Context: an optimization exercise on an open-source flow, tuned for small area, a short achievable clock period and few clock cycles. The choices shown serve that exercise and are no tape-out recipe.
In this exercise RTL edits were held to simulation tests only and were not proved equivalent to the original.

$ cat config.mk
export PLATFORM = sky130hd
export DESIGN_NAME = nearest_point_in_box_table
export DESIGN_NICKNAME = nearest_point_in_box_table
export VERILOG_FILES = /design/flow/design.v
export SDC_FILE = /design/flow/constraint.sdc
export NUM_CORES = 4
export LEC_CHECK = 0
export CAP_MARGIN = 20
export CORE_MARGIN = 2
export CORE_UTILIZATION = 45
export PLACE_DENSITY = 0.6
export SLEW_MARGIN = 20
$ cat constraint.sdc
create_clock -name core_clock -period 10.0 [get_ports {clk}]
set_input_delay 2.0000 -clock core_clock [delete_from_list [all_inputs] [get_ports {clk}]]
set_output_delay 2.0000 -clock core_clock [all_outputs]
set_load 0.01 [all_outputs]
$ cat design.v
`default_nettype none
package npbt_pkg;
  localparam int TABLE_DEPTH = 64;
  localparam int COORD_WIDTH = 20;
  localparam int OP_W     = 2;
  localparam int HANDLE_W = 8;
  localparam int POS_W    = 20;
  localparam int RANGE_W  = 19;
  localparam int STATUS_W = 2;
  localparam int DIST_W   = 40;
  localparam int EXT_W = (COORD_WIDTH > POS_W) ? COORD_WIDTH : POS_W;
  localparam int CMP_W = (COORD_WIDTH > RANGE_W) ? COORD_WIDTH : RANGE_W;
  localparam int MAG_W = (COORD_WIDTH < RANGE_W) ? COORD_WIDTH : RANGE_W;
  localparam int SQ_W  = 2 * MAG_W;
  localparam int SUM_W = SQ_W + 2;
  localparam int CNT_W = $clog2(TABLE_DEPTH + 3);
  localparam logic [OP_W-1:0] OP_INSERT = 2'd0;
  localparam logic [OP_W-1:0] OP_REMOVE = 2'd1;
  localparam logic [OP_W-1:0] OP_UPDATE = 2'd2;
  localparam logic [OP_W-1:0] OP_QUERY  = 2'd3;
  localparam logic [STATUS_W-1:0] STAT_DONE   = 2'd0;
  localparam logic [STATUS_W-1:0] STAT_FULL   = 2'd1;
  localparam logic [STATUS_W-1:0] STAT_ABSENT = 2'd2;
  localparam int CMD_W = 3;
  localparam logic [CMD_W-1:0] CMD_HOLD   = 3'd0;
  localparam logic [CMD_W-1:0] CMD_INSERT = 3'd1;
  localparam logic [CMD_W-1:0] CMD_MARK   = 3'd2;
  localparam logic [CMD_W-1:0] CMD_UPDATE = 3'd3;
  localparam logic [CMD_W-1:0] CMD_DROP   = 3'd4;
  localparam logic [CMD_W-1:0] CMD_SORT   = 3'd5;
  localparam logic [CMD_W-1:0] CMD_ROTATE = 3'd6;
  typedef struct packed {
    logic [HANDLE_W-1:0]    id;
    logic [COORD_WIDTH-1:0] x;
    logic [COORD_WIDTH-1:0] y;
    logic [COORD_WIDTH-1:0] z;
  } entry_t;
  typedef struct packed {
    logic [CMD_W-1:0]       cmd;
    logic                   phase;
    logic [HANDLE_W-1:0]    handle;
    logic [COORD_WIDTH-1:0] x;
    logic [COORD_WIDTH-1:0] y;
    logic [COORD_WIDTH-1:0] z;
  } cell_ctl_t;
  typedef struct packed {
    logic                found;
    logic [HANDLE_W-1:0] handle;
    logic [DIST_W-1:0]   dist_sq;
  } scan_res_t;
  function automatic logic [COORD_WIDTH-1:0] to_coord(input logic [POS_W-1:0] p);
    logic [EXT_W-1:0] t;
    t = p;
    to_coord = t[COORD_WIDTH-1:0];
  endfunction
endpackage
`default_nettype wire
`default_nettype none
module npbt_cell (
  input  wire logic               clk,
  input  wire logic               rst,
  input  wire npbt_pkg::cell_ctl_t ctl,
  input  wire logic               odd,
  input  wire npbt_pkg::entry_t   up_data,
  input  wire logic               up_valid,
  input  wire logic               up_keep,
  input  wire npbt_pkg::entry_t   down_data,
  input  wire logic               down_keep,
  output npbt_pkg::entry_t        data,
  output logic                    valid,
  output logic                    match
);
  logic lower;
  assign lower = (odd == ctl.phase);
  always_ff @(posedge clk) begin
    if (rst) begin
      valid <= 1'b0;
      match <= 1'b0;
    end else begin
      case (ctl.cmd)
        npbt_pkg::CMD_INSERT: begin
          if (!valid && down_keep) begin
            valid <= 1'b1;
          end
        end
        npbt_pkg::CMD_MARK: begin
          match <= valid && (data.id == ctl.handle);
        end
        npbt_pkg::CMD_DROP: begin
          if (match) begin
            valid <= 1'b0;
          end
        end
        npbt_pkg::CMD_SORT: begin
          if (lower && !valid && up_keep) begin
            valid <= 1'b1;
          end else if (!lower && valid && !down_keep) begin
            valid <= 1'b0;
          end
        end
        npbt_pkg::CMD_ROTATE: begin
          valid <= up_valid;
        end
        default: begin
        end
      endcase
    end
  end
  always_ff @(posedge clk) begin
    case (ctl.cmd)
      npbt_pkg::CMD_INSERT: begin
        if (!valid && down_keep) begin
          data.id <= ctl.handle;
          data.x  <= ctl.x;
          data.y  <= ctl.y;
          data.z  <= ctl.z;
        end
      end
      npbt_pkg::CMD_UPDATE: begin
        if (match) begin
          data.x <= ctl.x;
          data.y <= ctl.y;
          data.z <= ctl.z;
        end
      end
      npbt_pkg::CMD_SORT: begin
        if (lower && !valid && up_keep) begin
          data <= up_data;
        end else if (!lower && valid && !down_keep) begin
          data <= down_data;
        end
      end
      npbt_pkg::CMD_ROTATE: begin
        data <= up_data;
      end
      default: begin
      end
    endcase
  end
endmodule
`default_nettype wire
`default_nettype none
module npbt_scan (
  input  wire logic                                   clk,
  input  wire logic                                   rst,
  input  wire logic                                   start,
  input  wire logic                                   feed,
  input  wire npbt_pkg::entry_t                       entry,
  input  wire logic [npbt_pkg::COORD_WIDTH-1:0]       qx,
  input  wire logic [npbt_pkg::COORD_WIDTH-1:0]       qy,
  input  wire logic [npbt_pkg::COORD_WIDTH-1:0]       qz,
  input  wire logic [npbt_pkg::RANGE_W-1:0]           rx,
  input  wire logic [npbt_pkg::RANGE_W-1:0]           ry,
  input  wire logic [npbt_pkg::RANGE_W-1:0]           rz,
  output npbt_pkg::scan_res_t                         res
);
  localparam int CW = npbt_pkg::COORD_WIDTH;
  function automatic logic [CW-1:0] abs_diff(input logic [CW-1:0] a, input logic [CW-1:0] b);
    logic [CW:0] d;
    logic [CW:0] n;
    d = {a[CW-1], a} - {b[CW-1], b};
    n = ~d + 1'b1;
    abs_diff = d[CW] ? n[CW-1:0] : d[CW-1:0];
  endfunction
  logic [CW-1:0] dx, dy, dz;
  logic          in_box;
  logic                            v1, v2, v3;
  logic [npbt_pkg::HANDLE_W-1:0]   id1, id2, id3;
  logic [npbt_pkg::MAG_W-1:0]      mx1, my1, mz1;
  logic [npbt_pkg::SQ_W-1:0]       sx2, sy2, sz2;
  logic [npbt_pkg::SUM_W-1:0]      sum3;
  logic [npbt_pkg::SUM_W-1:0]      best;
  logic                            best_found;
  logic [npbt_pkg::HANDLE_W-1:0]   best_handle;
  always_comb begin
    dx = abs_diff(qx, entry.x);
    dy = abs_diff(qy, entry.y);
    dz = abs_diff(qz, entry.z);
    in_box = (npbt_pkg::CMP_W'(dx) <= npbt_pkg::CMP_W'(rx))
          && (npbt_pkg::CMP_W'(dy) <= npbt_pkg::CMP_W'(ry))
          && (npbt_pkg::CMP_W'(dz) <= npbt_pkg::CMP_W'(rz));
  end
  always_ff @(posedge clk) begin
    if (rst) begin
      v1 <= 1'b0;
      v2 <= 1'b0;
      v3 <= 1'b0;
      best_found <= 1'b0;
    end else begin
      v1 <= feed && in_box;
      v2 <= v1;
      v3 <= v2;
      if (start) begin
        best_found <= 1'b0;
      end else if (v3 && (!best_found || sum3 < best)) begin
        best_found <= 1'b1;
      end
    end
  end
  always_ff @(posedge clk) begin
    id1  <= entry.id;
    mx1  <= dx[npbt_pkg::MAG_W-1:0];
    my1  <= dy[npbt_pkg::MAG_W-1:0];
    mz1  <= dz[npbt_pkg::MAG_W-1:0];
    id2  <= id1;
    sx2  <= npbt_pkg::SQ_W'(mx1) * npbt_pkg::SQ_W'(mx1);
    sy2  <= npbt_pkg::SQ_W'(my1) * npbt_pkg::SQ_W'(my1);
    sz2  <= npbt_pkg::SQ_W'(mz1) * npbt_pkg::SQ_W'(mz1);
    id3  <= id2;
    sum3 <= npbt_pkg::SUM_W'(sx2) + npbt_pkg::SUM_W'(sy2) + npbt_pkg::SUM_W'(sz2);
    if (start) begin
      best        <= '0;
      best_handle <= '0;
    end else if (v3 && (!best_found || sum3 < best)) begin
      best        <= sum3;
      best_handle <= id3;
    end
  end
  assign res = {best_found, best_handle, npbt_pkg::DIST_W'(best)};
endmodule
`default_nettype wire
`default_nettype none
module nearest_point_in_box_table (
  input  wire logic                                clk,
  input  wire logic                                rst,
  input  wire logic                                cmd_valid,
  output logic                                     cmd_stall,
  input  wire logic [npbt_pkg::OP_W-1:0]           operation,
  input  wire logic [npbt_pkg::HANDLE_W-1:0]       handle,
  input  wire logic signed [npbt_pkg::POS_W-1:0]   pos_x,
  input  wire logic signed [npbt_pkg::POS_W-1:0]   pos_y,
  input  wire logic signed [npbt_pkg::POS_W-1:0]   pos_z,
  input  wire logic [npbt_pkg::RANGE_W-1:0]        range_x,
  input  wire logic [npbt_pkg::RANGE_W-1:0]        range_y,
  input  wire logic [npbt_pkg::RANGE_W-1:0]        range_z,
  output logic                                     res_valid,
  input  wire logic                                res_stall,
  output logic [npbt_pkg::STATUS_W-1:0]            status,
  output logic                                     found,
  output logic [npbt_pkg::HANDLE_W-1:0]            nearest_handle,
  output logic [npbt_pkg::DIST_W-1:0]              nearest_dist_sq
);
  localparam int DEPTH = npbt_pkg::TABLE_DEPTH;
  localparam logic [2:0] S_IDLE   = 3'd0;
  localparam logic [2:0] S_EXEC   = 3'd1;
  localparam logic [2:0] S_APPLY  = 3'd2;
  localparam logic [2:0] S_SORT   = 3'd3;
  localparam logic [2:0] S_SCAN   = 3'd4;
  localparam logic [2:0] S_FINISH = 3'd5;
  logic [2:0]                       state;
  logic [npbt_pkg::CNT_W-1:0]       cnt;
  logic [npbt_pkg::STATUS_W-1:0]    res_status;
  logic [npbt_pkg::OP_W-1:0]        op;
  logic [npbt_pkg::HANDLE_W-1:0]    op_handle;
  logic [npbt_pkg::COORD_WIDTH-1:0] op_x, op_y, op_z;
  logic [npbt_pkg::RANGE_W-1:0]     op_rx, op_ry, op_rz;
  npbt_pkg::cell_ctl_t  ctl;
  localparam int ENTRY_W = npbt_pkg::HANDLE_W + 3 * npbt_pkg::COORD_WIDTH;
  logic [DEPTH-1:0][ENTRY_W-1:0] cell_data;
  logic [DEPTH-1:0]     cell_valid;
  logic [DEPTH-1:0]     cell_match;
  npbt_pkg::scan_res_t  scan;
  logic rotating;
  logic hit;
  logic full;
  assign cmd_stall = (state != S_IDLE);
  assign rotating  = (state == S_SCAN) && (cnt < npbt_pkg::CNT_W'(DEPTH));
  assign hit       = |cell_match;
  assign full      = cell_valid[DEPTH-1];
  always_comb begin
    ctl.cmd    = npbt_pkg::CMD_HOLD;
    ctl.phase  = cnt[0];
    ctl.handle = op_handle;
    ctl.x      = op_x;
    ctl.y      = op_y;
    ctl.z      = op_z;
    case (state)
      S_EXEC:  ctl.cmd = (op == npbt_pkg::OP_INSERT) ? npbt_pkg::CMD_INSERT
                                                     : npbt_pkg::CMD_MARK;
      S_APPLY: ctl.cmd = (op == npbt_pkg::OP_UPDATE) ? npbt_pkg::CMD_UPDATE
                                                     : npbt_pkg::CMD_DROP;
      S_SORT:  ctl.cmd = npbt_pkg::CMD_SORT;
      S_SCAN:  ctl.cmd = rotating ? npbt_pkg::CMD_ROTATE : npbt_pkg::CMD_HOLD;
      default: ctl.cmd = npbt_pkg::CMD_HOLD;
    endcase
  end
  for (genvar i = 0; i < DEPTH; i++) begin : g_cell
    logic up_keep;
    logic down_keep;
    logic [ENTRY_W-1:0] down_data;
    if (i == DEPTH - 1) begin : g_top
      assign up_keep = 1'b0;
    end else begin : g_mid
      assign up_keep = cell_valid[i+1];
    end
    if (i == 0) begin : g_bottom
      assign down_keep = 1'b1;
      assign down_data = cell_data[0];
    end else begin : g_rest
      assign down_keep = cell_valid[i-1];
      assign down_data = cell_data[i-1];
    end
    npbt_cell u_cell (
      .clk       (clk),
      .rst       (rst),
      .ctl       (ctl),
      .odd       (1'(i % 2)),
      .up_data   (cell_data[(i + 1) % DEPTH]),
      .up_valid  (cell_valid[(i + 1) % DEPTH]),
      .up_keep   (up_keep),
      .down_data (down_data),
      .down_keep (down_keep),
      .data      (cell_data[i]),
      .valid     (cell_valid[i]),
      .match     (cell_match[i])
    );
  end
  npbt_scan u_scan (
    .clk   (clk),
    .rst   (rst),
    .start (state == S_EXEC),
    .feed  (rotating && cell_valid[0]),
    .entry (cell_data[0]),
    .qx    (op_x),
    .qy    (op_y),
    .qz    (op_z),
    .rx    (op_rx),
    .ry    (op_ry),
    .rz    (op_rz),
    .res   (scan)
  );
  always_ff @(posedge clk) begin
    if (rst) begin
      state     <= S_IDLE;
      cnt       <= '0;
      res_valid <= 1'b0;
    end else begin
      if (state == S_FINISH && (!res_valid || !res_stall)) begin
        res_valid <= 1'b1;
      end else if (res_valid && !res_stall) begin
        res_valid <= 1'b0;
      end
      case (state)
        S_IDLE: begin
          if (cmd_valid) begin
            state <= S_EXEC;
          end
        end
        S_EXEC: begin
          cnt <= '0;
          case (op)
            npbt_pkg::OP_INSERT: state <= S_FINISH;
            npbt_pkg::OP_QUERY:  state <= S_SCAN;
            default:             state <= S_APPLY;
          endcase
        end
        S_APPLY: begin
          state <= (op == npbt_pkg::OP_UPDATE) ? S_FINISH : S_SORT;
        end
        S_SORT: begin
          cnt <= cnt + 1'b1;
          if (cnt == npbt_pkg::CNT_W'(DEPTH - 1)) begin
            state <= S_FINISH;
          end
        end
        S_SCAN: begin
          cnt <= cnt + 1'b1;
          if (cnt == npbt_pkg::CNT_W'(DEPTH + 2)) begin
            state <= S_FINISH;
          end
        end
        S_FINISH: begin
          if (!res_valid || !res_stall) begin
            state <= S_IDLE;
          end
        end
        default: state <= S_IDLE;
      endcase
    end
  end
  always_ff @(posedge clk) begin
    if (state == S_IDLE && cmd_valid) begin
      op        <= operation;
      op_handle <= handle;
      op_x      <= npbt_pkg::to_coord(pos_x);
      op_y      <= npbt_pkg::to_coord(pos_y);
      op_z      <= npbt_pkg::to_coord(pos_z);
      op_rx     <= range_x;
      op_ry     <= range_y;
      op_rz     <= range_z;
    end
    if (state == S_EXEC) begin
      res_status <= (op == npbt_pkg::OP_INSERT && full) ? npbt_pkg::STAT_FULL
                                                       : npbt_pkg::STAT_DONE;
    end
    if (state == S_APPLY) begin
      res_status <= hit ? npbt_pkg::STAT_DONE : npbt_pkg::STAT_ABSENT;
    end
    if (state == S_FINISH && (!res_valid || !res_stall)) begin
      status <= res_status;
      if (op == npbt_pkg::OP_QUERY) begin
        found           <= scan.found;
        nearest_handle  <= scan.handle;
        nearest_dist_sq <= scan.dist_sq;
      end else begin
        found           <= 1'b0;
        nearest_handle  <= '0;
        nearest_dist_sq <= '0;
      end
    end
  end
endmodule
`default_nettype wire
$ cat run.sh
#!/bin/bash
# synth_recipe.tcl (not shown) runs the flow's synth.tcl, then flattens the netlist and writes it again
# the make line also repeats each setting of config.mk as NAME=value (left out here)
make -C /OpenROAD-flow-scripts/flow DESIGN_CONFIG=/design/flow/config.mk WORK_HOME=/design/flow/orfs CLKGATE_MAP_FILE= SYNTH_SCRIPT=/design/flow/synth_recipe.tcl finish
==> results.cfg <==
[routing]
wl_per_cell_um = 32.6
wl_um = 806000
vias_per_cell = 6.86
dr.pass1.iters = 6
drtIter0Drc = 23700
vias = 169000
drc = 0
antenna_left = 0

[clock_network]
clkLatencyLatePin_ps = 1080
root_buffer = clkbuf_16
cts_hold_buf = 0
cts_buffer_depth = 4
clk_transition_reported_paths_ps = 70
htree_levels = 6
cts_setup_buffers = 0
cts_buffers = 548
cts_resized = 0
cts_tree = done
cts_sinks = 4955

[yosys]
synth_area_leaders = edfxtp_1 (55%), a221o_1 (17%), fa_1 (6.1%)
yosysWarningCount = 3
netlist_area_um2 = 247000
synth_top_area_share = 0.551
synth_flop_cell = edfxtp_1
synthArstFlopShare = 0
ys_ff_latch = 4955
syn_inst = 17600
ys_seq_area_frac = 0.585
synth_cell_types = 77
synth-edff-count = 4532
syn-num-nets = 19100
yosysTopAreaCell = edfxtp_1
avgSynthCellArea_um2 = 14.0

[cells_and_area]
fin_cells = 24700
final_layout_size_suffix_gt1_frac = 0.0796
area_growth_pct = 10.8
nets = 18500

[timing]
rsz0062_at_grt = no
hold_viol = 0
post-route-period-util = 0.812
setup_viol = 0
layout_min_cycle_time_ps = 8120
slew_headroom = 0.203
tightest_slew_ps = 1190
slew_violations = 0
timing.fmax_mhz = 123
fin_skew_ps = 50.4
tns_ps = 0

[placed_design]
port_buffers = 183
dp_cells = 23700
gp_congestion = 0.871
dp_hpwl_um = 547000

[critical_path]
end_kind = register
cp.required_ps = 11000
startpoint_type = register
crit_arrival_ps = 9120
crit_type = register to register
path_max_fanout = 18

[global_routing]
grt_pass1_wl_um = 1170000
overflow = 0
grt_use_total = 0.281
grt_max_degree = 94
grt_pass1_vias = 163000
antenna_found_initial = 24

[status]
status = complete, no violations

[die]
start_util = 0.451
io_pins = 184
die_y_um = 745
row_count = 272
core-area_um2 = 548000
die-area_um2 = 555000
die_width_um = 745

[min_path]
hold_path.class = register to register

[run]
cap_violations = 0
[layer usage]
metal	up-vias	GRT usage	wire [um]
met4	14	0.0983	32000
met5	-	0	97
met3	1514	0.0499	82500
li1	70500	-	-
met1	87000	0.405	333000
met2	10500	0.430	358000
[cell families after synthesis]
group / count (synthesis) / synth area share
flops: 4955 / 0.585
simple gates: 1786 / 0.0358
buf+inv: 3042 / 0.0463
xor+xnor: 794 / 0.0281
mux: 60 / 0.00246
compound gates: 5630 / 0.211
fa+ha+maj: 1356 / 0.0914
[critical path: stages (launching register included)]
cell and delay, ps:
dfxtp_1 930, and2_1 280, inv_1 80, fa_1 530, inv_1 50, fa_1 530
inv_1 50, fa_1 500, inv_1 60, fa_1 440, fa_1 520, inv_1 50
fa_1 480, inv_1 40, ha_1 330, nand2_1 100, o21bai_1 260, nor4_1 770
o211ai_1 250, a41oi_1 430, o21ai_0 270, o211ai_1 230, a31oi_1 150, nor2b_1 130
o21ai_0 110, a211oi_1 260, xor2_1 160
[through the flow]
step | util | setup WS [ps] | hold WS [ps] | cell area [um2]
6_report | 0.500 | 1880 | 325 | 274000
3_3_place_gp | 0.469 | 2090 | 311 | 257000
2_1_floorplan | - | 3090 | 310 | 247000
4_1_cts | 0.499 | 1890 | 326 | 274000
3_5_place_dp | 0.469 | 1940 | 313 | 257000
5_1_grt | 0.500 | 1390 | 333 | 274000
[layout by cell type, fill, tap and decap left out, drive strengths merged, types with 90 or more instances in the layout]
cell type / netlist / layout
a21o: 165 / 165
a21oi: 251 / 251
a221o: 4287 / 4287
a221oi: 90 / 90
and2: 297 / 297
buf: 253 / 362
clkbuf: 1450 / 732
clkdlybuf4s50: 0 / 182
clkinv: 0 / 178
dfxtp: 423 / 423
edfxtp: 4532 / 4532
fa: 748 / 748
ha: 608 / 608
inv: 1339 / 1366
nand2: 484 / 484
nor2: 415 / 415
nor4: 125 / 125
o211a: 96 / 96
o21ai: 268 / 268
xnor2: 484 / 484
xor2: 310 / 310
[worst paths after layout]
path                 start        endpoint  slack [ps]  cells after the start
max          u_scan.my1[6]  u_scan.sy2[36]        1880                     26
min          u_scan.id2[4]   u_scan.id3[4]         320                      0
max reg2reg  u_scan.my1[6]  u_scan.sy2[36]        1880                     26
min reg2reg  u_scan.id2[4]   u_scan.id3[4]         320                      0
[synthesized netlist by cell type (81+ instances only)]
master    instances
xnor2_1         484
dfxtp_1         423
nand4_1          81
inv_1          1338
and3_1           81
fa_1            748
and2_1          297
nor2_1          415
ha_1            608
o21ai_0         262
a221oi_1         90
a211oi_1         87
a21o_1          165
buf_1           243
a21oi_1         250
nand2_1         484
edfxtp_1       4532
o211a_1          96
a221o_1        4287
clkbuf_1       1450
a31oi_1          88
nor4_1          124
xor2_1          310
[sequential cells by signal, summed over array words and instances (netlist names), 37 cells and up]
name / flops
u_scan.sy2: 37
g_cell.u_cell.data: 4352
g_cell.u_cell.valid: 64
g_cell.u_cell.match: 64
u_scan.sum3: 40
u_scan.sx2: 37
nearest_dist_sq: 40
u_scan.best: 40
u_scan.sz2: 37
[cell type report]
| class | count | area (um2) |
|---|---|---|
| antenna | 15 | 37.5 |
| clock inverter | 234 | 1780 |
| tap | 7261 | 9080 |
| clock buffer | 732 | 15000 |
| fill | 46400 | 274000 |
| sequential | 4955 | 145000 |
| inverter | 1339 | 5030 |
| timing repair buffer | 544 | 4660 |
| multi-input combinational | 9626 | 93600 |
Testbench counts, summed over its fixed seeds: cycles 92,139.

re-timing with driven ports:
Ports are ideal in the flow. The routed layout listed here was re-timed in OpenROAD. Step 1: set_driving_cell puts a clkbuf_16 on clk and a buf_2 on each other input, an assumption about the parent block. Step 2 times the ports against the registers' clock, not the clock port: input delays grow and output delays shrink by t, the midpoint of the rising clock arrivals with the driver on. Slacks: no drivers / after step 1 / after step 2; pairs: no drivers / after step 1.
t (ns): 1.192
setup WS [ns]: 1.881 / 1.881 / 1.881
clock arrival spread, ns: 0.073 / 0.073
After both steps this run still meets setup and hold. The setup slack of this run moves by 0.000 ns with the drivers and by 0.000 ns with both steps.
